From an optimization exercise on the open Yosys and OpenROAD flow, aimed at small area; shortcuts taken in it are not production practice.
In this exercise RTL edits were held to simulation tests only and were not proved equivalent to the original.
Power is estimated from default activity; no workload was simulated.

main:
==> flow/design.v (excerpt) <==
module cmd_analysis_top (
  input  logic         clk,
  input  logic         rst_n,
  input  logic         wb_cyc,
  input  logic         wb_stb,
  input  logic         wb_we,
  input  logic [127:0] wb_dat_w,
  output logic         wb_ack,
  input  logic [2:0]   fifo_addr,
  input  logic         pop,
  output logic         fifo_empty,
  output logic [127:0] cmd_out,
  output logic         controller_idle
);
Settings: LEC_CHECK=0, CAP_MARGIN=20, CORE_MARGIN=2, CORE_UTILIZATION=70, CTS_BUF_LIST=sky130_fd_sc_hd__clkbuf_16, CTS_CLUSTER_DIAMETER=80, CTS_CLUSTER_SIZE=30, SLEW_MARGIN=20; clock period 10.0 ns.
run.sh (not shown) runs the stock make flow with config.mk's settings and CLKGATE_MAP_FILE= SYNTH_SCRIPT=/design/flow/synth_recipe.tcl, a recipe that flattens the netlist after the stock synthesis.
main completed; timing, DRC and antenna clean
### main -> the feature branch
# main
export LEC_CHECK = 0
export CAP_MARGIN = 20
export CORE_MARGIN = 2
export CORE_UTILIZATION = 70
export CTS_BUF_LIST = sky130_fd_sc_hd__clkbuf_16
export CTS_CLUSTER_DIAMETER = 80
export CTS_CLUSTER_SIZE = 30
export SLEW_MARGIN = 20
create_clock -name core_clock -period 10.0 [get_ports {clk}]
# the feature branch
export LEC_CHECK = 0
export CAP_MARGIN = 20
export CORE_MARGIN = 2
export CORE_UTILIZATION = 85
export CTS_BUF_LIST = sky130_fd_sc_hd__clkbuf_16
export CTS_CLUSTER_DIAMETER = 80
export CTS_CLUSTER_SIZE = 30
export SLEW_MARGIN = 20
create_clock -name core_clock -period 10.0 [get_ports {clk}]
==> flow/flow/run.sh (new file) <==
#!/bin/bash
# The standard layout, with the port buffers made from the smallest
# buffer cell instead of the one buffer_ports picks by default.
set -euo pipefail
bash standard.sh "BUFFER_PORTS_ARGS=-buffer_cell sky130_fd_sc_hd__buf_1" finish > standard.log 2>&1
==> flow/standard.sh (new file) <==
#!/bin/bash
# synth_recipe.tcl (not shown) runs the flow's synth.tcl, then flattens the netlist and writes it again
# the make line also repeats each setting of config.mk as NAME=value (left out here)
make -C /OpenROAD-flow-scripts/flow DESIGN_CONFIG=/design/flow/config.mk WORK_HOME=/design/flow/orfs CLKGATE_MAP_FILE= SYNTH_SCRIPT=/design/flow/synth_recipe.tcl "${@:-finish}"
removed: flow/run.sh
[summary]
The portion of total power attributed to the clock network in the feature branch was lower than what main gave.
main has higher worst slew margin relative to its limit than the feature branch.
Sequential share of layout area: the feature branch vs main up 1.8 points
Part of the cycle the worst path needs (lower): main
Total number of placement rows sits lower in the feature branch than in main.

* * *

## before
cmd_analysis_top, a different RTL version from the one above (not shown whole).
For scale: roughly 7500 cells after synthesis, roughly 3400 flip-flops, about 0.10 mm^2 of cells after synthesis.
==> flow/design.v (excerpt) <==
module cmd_analysis_top (
  input  logic         clk,
  input  logic         rst_n,
  input  logic         wb_cyc,
  input  logic         wb_stb,
  input  logic         wb_we,
  input  logic [127:0] wb_dat_w,
  output logic         wb_ack,
  input  logic [2:0]   fifo_addr,
  input  logic         pop,
  output logic         fifo_empty,
  output logic [127:0] cmd_out,
  output logic         controller_idle
);
  localparam int NS = 25;    
  localparam int DW = 124;   
  localparam int NF = 8;
  localparam logic [NS-1:0] INS = NS'((1 << 0) | (1 << 4) | (1 << 8) | (1 << 12) |
                                      (1 << 16) | (1 << 19) | (1 << 22));
  logic [1:0]    ph;         
  logic          pend;       
  logic [DW-1:0] cap_data;
  logic [2:0]    cap_fifo;
  logic [1:0]    cap_seq;
  logic [DW-1:0] r_data [0:NS-1];
  logic [NS-1:0] r_valid;
  logic [2:0]    r_fifo [0:NS-1];
  logic [1:0]    r_seq  [0:NS-1];
  logic [2:0]    cnt  [0:NF-1];   
  logic [NF-1:0] hh;              
  logic [1:0]    hseq [0:NF-1];   
  logic       op_erase;
  logic       known;
  logic [2:0] dec_target;
  logic [2:0] dec_other;
  logic       any_af;
  logic       accept;
  logic [DW-1:0] dec_data;
  assign op_erase   = wb_dat_w[127] & wb_dat_w[126];
  assign known      = !(wb_dat_w[127] & !wb_dat_w[126]);
  assign dec_target = op_erase ? wb_dat_w[2:0]   : wb_dat_w[66:64];
  assign dec_other  = op_erase ? wb_dat_w[66:64] : wb_dat_w[2:0];
  assign dec_data   = {wb_dat_w[127:81], wb_dat_w[79:67], dec_other, wb_dat_w[63:3]};
  always_comb
  begin
    any_af = 1'b0;
    for (int f = 0; f < NF; f++)
      any_af = any_af | (cnt[f][2] & cnt[f][1]);
  end
  assign accept = wb_cyc && wb_stb && wb_we && (ph == 2'd0) && !any_af && !wb_ack;
  logic [2:0] t_cnt;
  logic       t_hh;
  logic [1:0] t_n;
  assign t_cnt = cnt[dec_target];
  assign t_hh  = hh[dec_target];
  ...
make LEC_CHECK=0 CAP_MARGIN=20 CORE_MARGIN=2 CORE_UTILIZATION=70 CTS_BUF_LIST=sky130_fd_sc_hd__clkbuf_16 CTS_CLUSTER_DIAMETER=60 CTS_CLUSTER_SIZE=30 SLEW_MARGIN=20 finish   # period 10.0 ns
Stock flow here: none of the scripts above is used.
Setup changes, before to after
- clearing CTS_CLUSTER_DIAMETER, which used to be 60
- swapping 70 for 45 in CORE_UTILIZATION
- clearing CTS_CLUSTER_SIZE, which used to be 30
- clearing CTS_BUF_LIST, which used to be sky130_fd_sc_hd__clkbuf_16
==> run notes <==
Compared with before, after shows a global-route usage that is 11 points lower. Looking at maximum clock frequency across both flows, after is the weaker of the two, with before ahead. A launching instance or port of the critical path of fifo_addr[1] is what after shows, while fifo_addr[0] belongs to before. Reported for after and before, number of setup buffers added after CTS turned out identical to the last digit.

* * *

## JK
The RTL this note starts from:
==> flow/design.v <==
`timescale 1ns/1ns
`default_nettype none
module cmd_analysis_top (
  input  logic         clk,
  input  logic         rst_n,
  input  logic         wb_cyc,
  input  logic         wb_stb,
  input  logic         wb_we,
  input  logic [127:0] wb_dat_w,
  output logic         wb_ack,
  input  logic [2:0]   fifo_addr,
  input  logic         pop,
  output logic         fifo_empty,
  output logic [127:0] cmd_out,
  output logic         controller_idle
);
  localparam int NS = 24;    
  localparam int DW = 124;   
  localparam int NF = 8;
  localparam logic [NS-1:0] INS = NS'((1 << 0) | (1 << 3) | (1 << 6) | (1 << 9) |
                                      (1 << 12) | (1 << 15) | (1 << 18) | (1 << 21));
  localparam logic [NS-1:0] POL = NS'(24'b111000111000111000111000);
  logic [1:0]    ph;         
  logic          pend;       
  logic [DW-1:0] cap_data;
  logic [2:0]    cap_fifo;
  logic [1:0]    cap_seq;
  logic [DW-1:0] r_data [0:NS-1];
  logic [NS-1:0] r_valid;
  logic [2:0]    r_fifo [0:NS-1];
  logic [1:0]    r_seq  [0:NS-1];
  logic [2:0]    cnt  [0:NF-1];   
  logic [NF-1:0] hh;              
  logic [1:0]    hseq [0:NF-1];   
  logic       op_erase;
  logic       known;
  logic [2:0] dec_target;
  logic [2:0] dec_other;
  logic       any_af;
  logic       accept;
  logic [DW-1:0] dec_data;
  assign op_erase   = wb_dat_w[127] & wb_dat_w[126];
  assign known      = !(wb_dat_w[127] & !wb_dat_w[126]);
  assign dec_target = op_erase ? wb_dat_w[2:0]   : wb_dat_w[66:64];
  assign dec_other  = op_erase ? wb_dat_w[66:64] : wb_dat_w[2:0];
  assign dec_data   = {wb_dat_w[127:81], wb_dat_w[79:67], dec_other, wb_dat_w[63:3]};
  always_comb
  begin
    any_af = 1'b0;
    for (int f = 0; f < NF; f++)
      any_af = any_af | (cnt[f][2] & cnt[f][1]);
  end
  assign accept = wb_cyc && wb_stb && wb_we && (ph == 2'd0) && !any_af && !wb_ack;
  logic [2:0] t_cnt;
  logic       t_hh;
  logic [1:0] t_n;
  assign t_cnt = cnt[dec_target];
  assign t_hh  = hh[dec_target];
  assign t_n   = 2'((4'(t_cnt) + 4'(t_hh) + 4'd1) >> 1);
  logic [1:0]    a_hseq;
  logic          a_hh;
  logic          a_nonempty;
  logic [NS-1:0] match;
  logic          cap_match;
  logic [DW-1:0] rd;
  logic          pop_ok;
  logic          free_any;
  assign a_hseq     = hseq[fifo_addr];
  assign a_hh       = hh[fifo_addr];
  assign a_nonempty = cnt[fifo_addr] != 3'd0;
  assign pop_ok     = pop && a_nonempty;
  assign free_any   = pop_ok && a_hh;   
  always_comb
  begin
    for (int p = 0; p < NS; p++)
      match[p] = r_valid[p] && (r_fifo[p] == fifo_addr) && (r_seq[p] == a_hseq);
    cap_match = pend && (cap_fifo == fifo_addr) && (cap_seq == a_hseq);
  end
  logic [1:0] o_op;
  logic       o_erase;
  logic [2:0] o_other;
  assign o_op    = rd[123:122];
  assign o_erase = o_op[1] & o_op[0];
  assign o_other = rd[63:61];
  assign cmd_out = {rd[123:77], a_hh, rd[76:64],
                    o_erase ? o_other : fifo_addr,
                    rd[60:0],
                    o_erase ? fifo_addr : o_other};
  assign fifo_empty = !a_nonempty;
  logic [NS-1:0] ins;
  logic          inserted;
  logic          free_cap;
  assign free_cap = free_any && cap_match;
  logic [NS-1:0] freeing;   
  logic [NS-1:0] keep;      
  assign freeing = {NS{free_any}} & match;
  assign keep    = r_valid & ~freeing;
  logic [NS-1:0] ins_free;
  logic          any_free;
  always_comb
  begin
    logic taken;
    taken    = 1'b0;
    ins_free = '0;
    for (int p = 0; p < NS; p++)
      if (INS[p])
      begin
        ins_free[p] = !taken && !r_valid[(p + NS - 1) % NS];
        taken       = taken | ins_free[p];
      end
    any_free = taken;
    ins      = '0;
    for (int p = 0; p < NS; p++)
      if (INS[p])
        ins[p] = pend && (ins_free[p] || (!any_free && freeing[(p + NS - 1) % NS]));
    inserted = |ins;
  end
  logic [NS-1:0] col   [0:DW-1];
  logic [NS-1:0] col_d [0:DW-1];
  logic [DW-1:0] ins_d [0:NS-1];
  always_comb
    for (int b = 0; b < DW; b++)
      for (int p = 0; p < NS; p++)
      begin
        col[b][p]   = r_data[p][b];
        ins_d[p][b] = col_d[b][p];
      end
  for (genvar b = 0; b < DW; b++)
  begin : g_bit
    cmd_rd_bit #(.NS(NS), .POL(POL)) u_rd (
      .d    (col[b]),
      .m    (match),
      .mn   (~match),
      .c    (cap_data[b]),
      .cm   (cap_match),
      .y    (rd[b])
    );
    cmd_ins_bit #(.NS(NS), .POL(POL), .INS(INS)) u_ins (
      .d    (col[b]),
      .k    (keep),
      .kn   (~keep),
      .i    (ins),
      .in_n (~ins),
      .c    (cap_data[b]),
      .cn   (!cap_data[b]),
      .nd   (col_d[b])
    );
  end
  always_ff @(posedge clk)
  begin
    for (int p = 0; p < NS; p++)
    begin
      if (INS[p])
      begin
        r_data[p] <= ins_d[p];
        r_fifo[p] <= ({3{keep[(p + NS - 1) % NS]}} & r_fifo[(p + NS - 1) % NS]) |
                     ({3{ins[p]}} & cap_fifo);
        r_seq[p]  <= ({2{keep[(p + NS - 1) % NS]}} & r_seq[(p + NS - 1) % NS]) |
                     ({2{ins[p]}} & cap_seq);
      end
      else
      begin
        r_data[p] <= r_data[(p + NS - 1) % NS];
        r_fifo[p] <= r_fifo[(p + NS - 1) % NS];
        r_seq[p]  <= r_seq[(p + NS - 1) % NS];
      end
    end
  end
  always_ff @(posedge clk or negedge rst_n)
  begin
    if (!rst_n)
      r_valid <= '0;
    else
      for (int p = 0; p < NS; p++)
        if (ins[p])
          r_valid[p] <= !free_cap;
        else
          r_valid[p] <= keep[(p + NS - 1) % NS];
  end
  logic cap_hold;
  assign cap_hold = pend && !inserted && !free_cap;
  always_ff @(posedge clk)
    cap_data <= ({DW{cap_hold}} & cap_data) | ({DW{accept}} & dec_data);
  always_ff @(posedge clk)
  begin
    if (accept)
    begin
      cap_fifo <= dec_target;
      cap_seq  <= hseq[dec_target] + t_n;
    end
  end
  always_ff @(posedge clk or negedge rst_n)
  begin
    if (!rst_n)
    begin
      wb_ack <= 1'b0;
      ph     <= 2'd0;
      pend   <= 1'b0;
    end
    else
    begin
      wb_ack <= accept;
      if (accept)
        ph <= known ? 2'd1 : 2'd0;
      else if (ph != 2'd0)
        ph <= ph + 2'd1;
      if (accept && known)
        pend <= 1'b1;
      else if (inserted || free_cap)
        pend <= 1'b0;
    end
  end
  always_ff @(posedge clk or negedge rst_n)
  begin
    if (!rst_n)
    begin
      for (int f = 0; f < NF; f++)
      begin
        cnt[f]  <= 3'd0;
        hseq[f] <= 2'd0;
      end
      hh <= '0;
    end
    else
    begin
      for (int f = 0; f < NF; f++)
      begin
        logic push_f;
        logic pop_f;
        push_f = ph[1] && (cap_fifo == 3'(f));
        pop_f  = pop_ok && (fifo_addr == 3'(f));
        if (push_f && !pop_f)
          cnt[f] <= cnt[f] + 3'd1;
        else if (pop_f && !push_f)
          cnt[f] <= cnt[f] - 3'd1;
        if (pop_f)
        begin
          hh[f] <= !hh[f];
          if (hh[f])
            hseq[f] <= hseq[f] + 2'd1;
        end
      end
    end
  end
  always_ff @(posedge clk or negedge rst_n)
  begin
    if (!rst_n)
      controller_idle <= 1'b0;
    else
    begin
      logic all_empty;
      all_empty = 1'b1;
      for (int f = 0; f < NF; f++)
        all_empty = all_empty & (cnt[f] == 3'd0);
      controller_idle <= all_empty;
    end
  end
endmodule
module cmd_rd_bit #(
  parameter int            NS  = 24,
  parameter logic [NS-1:0] POL = '0
) (
  input  logic [NS-1:0] d,      
  input  logic [NS-1:0] m,      
  input  logic [NS-1:0] mn,
  input  logic          c,      
  input  logic          cm,     
  output logic          y
);
  always_comb
  begin
    y = c & cm;
    for (int p = 0; p < NS; p++)
      if (POL[p])
        y = y | !(mn[p] | d[p]);
      else
        y = y | (m[p] & d[p]);
  end
endmodule
module cmd_ins_bit #(
  parameter int            NS  = 24,
  parameter logic [NS-1:0] POL = '0,
  parameter logic [NS-1:0] INS = '0
) (
  input  logic [NS-1:0] d,      
  input  logic [NS-1:0] k,      
  input  logic [NS-1:0] kn,
  input  logic [NS-1:0] i,      
  input  logic [NS-1:0] in_n,
  input  logic          c,      
  input  logic          cn,
  output logic [NS-1:0] nd      
);
  always_comb
    for (int p = 0; p < NS; p++)
      if (!INS[p])
        nd[p] = 1'b0;
      else if (POL[p])
        nd[p] = !((d[(p + NS - 1) % NS] & k[(p + NS - 1) % NS]) | (c & i[p]));
      else
        nd[p] = !((d[(p + NS - 1) % NS] | kn[(p + NS - 1) % NS]) & (cn | in_n[p]));
endmodule
`default_nettype wire
==> flow/config.mk <==
export PLATFORM = sky130hd
export DESIGN_NAME = cmd_analysis_top
export DESIGN_NICKNAME = cmd_analysis_top
export VERILOG_FILES = /design/flow/design.v
export SDC_FILE = /design/flow/constraint.sdc
export NUM_CORES = 4
export LEC_CHECK = 0
export CAP_MARGIN = 20
export CORE_MARGIN = 2
export CORE_UTILIZATION = 70
export CTS_BUF_LIST = sky130_fd_sc_hd__clkbuf_16
export CTS_CLUSTER_DIAMETER = 80
export CTS_CLUSTER_SIZE = 30
export SLEW_MARGIN = 20
export SYNTH_HIERARCHICAL = 1
export SYNTH_MINIMUM_KEEP_SIZE = 0
==> flow/constraint.sdc <==
create_clock -name core_clock -period 10.0 [get_ports {clk}]
set_input_delay 2.0000 -clock core_clock [delete_from_list [all_inputs] [get_ports {clk}]]
set_output_delay 2.0000 -clock core_clock [all_outputs]
set_load 0.01 [all_outputs]
standard.sh (not shown) runs the stock make flow with config.mk's settings and CLKGATE_MAP_FILE= SYNTH_SCRIPT=/design/flow/synth_recipe.tcl, a recipe that flattens the netlist after the stock synthesis.
==> flow/flow/run.sh <==
#!/bin/bash
# The standard layout, with the port buffers made from the smallest
# buffer cell instead of the one buffer_ports picks by default.
set -euo pipefail
bash standard.sh "BUFFER_PORTS_ARGS=-buffer_cell sky130_fd_sc_hd__buf_1" finish > standard.log 2>&1
Inputs modified between JK and MS:
- CORE_UTILIZATION changed from 70 to 85
[summary]
In summary, MS completed successfully, with a layout that passed the timing, design-rule and antenna checks. Core utilization: MS and JK compared, higher one is MS. MS vs. JK: portion of the layout cell area used by clock cells lost 0.63 points, post-placement setup slack lost 0.012 ns. Maximum resistive drop on vdd: MS < JK. MS vs. JK: share of layout cells above drive strength 1 now sits lower; register share of the cell area now sits higher. The higher overall die area of MS and JK is in JK. Between JK and MS, setup slack of the critical path after layout decreased. The diode insertion count for antenna repair in MS sits 4 above the value recorded for JK.

## separate check: timing with driven ports
The flow's constraints put no driver on any port. The routed layouts listed below were extracted and timed again, unchanged, in two steps.
Step 1 assumes that a clkbuf_16 drives the clock port and a buf_2 every other input.
Step 2, shift: input delay + t, output delay - t, t = (earliest + latest rising clock arrival at the registers) / 2. This alone moves slack from input paths to output paths.
a / b / c = ideal ports / drivers / drivers and shift; a / b = the first two.
run | t (ns) | setup WS [ns] | worst slew at a driven data input, ns
main | 0.895 | 0.981 / 0.960 / 0.960 | 0.16
the feature branch | 0.873 | 0.815 / 0.777 / 0.777 | 0.17
before | 0.896 | 0.897 / 0.868 / 0.868 | 0.18
after | 1.006 | 0.728 / 0.702 / 0.702 | 0.16
JK | 0.889 | 0.992 / 0.971 / 0.971 | 0.22
MS | 0.887 | 0.641 / 0.616 / 0.616 | 0.16
After both steps every run listed still meets setup and hold. The setup slack of the feature branch, which loses most, moves by -0.038 ns with the drivers and by -0.038 ns with both steps.
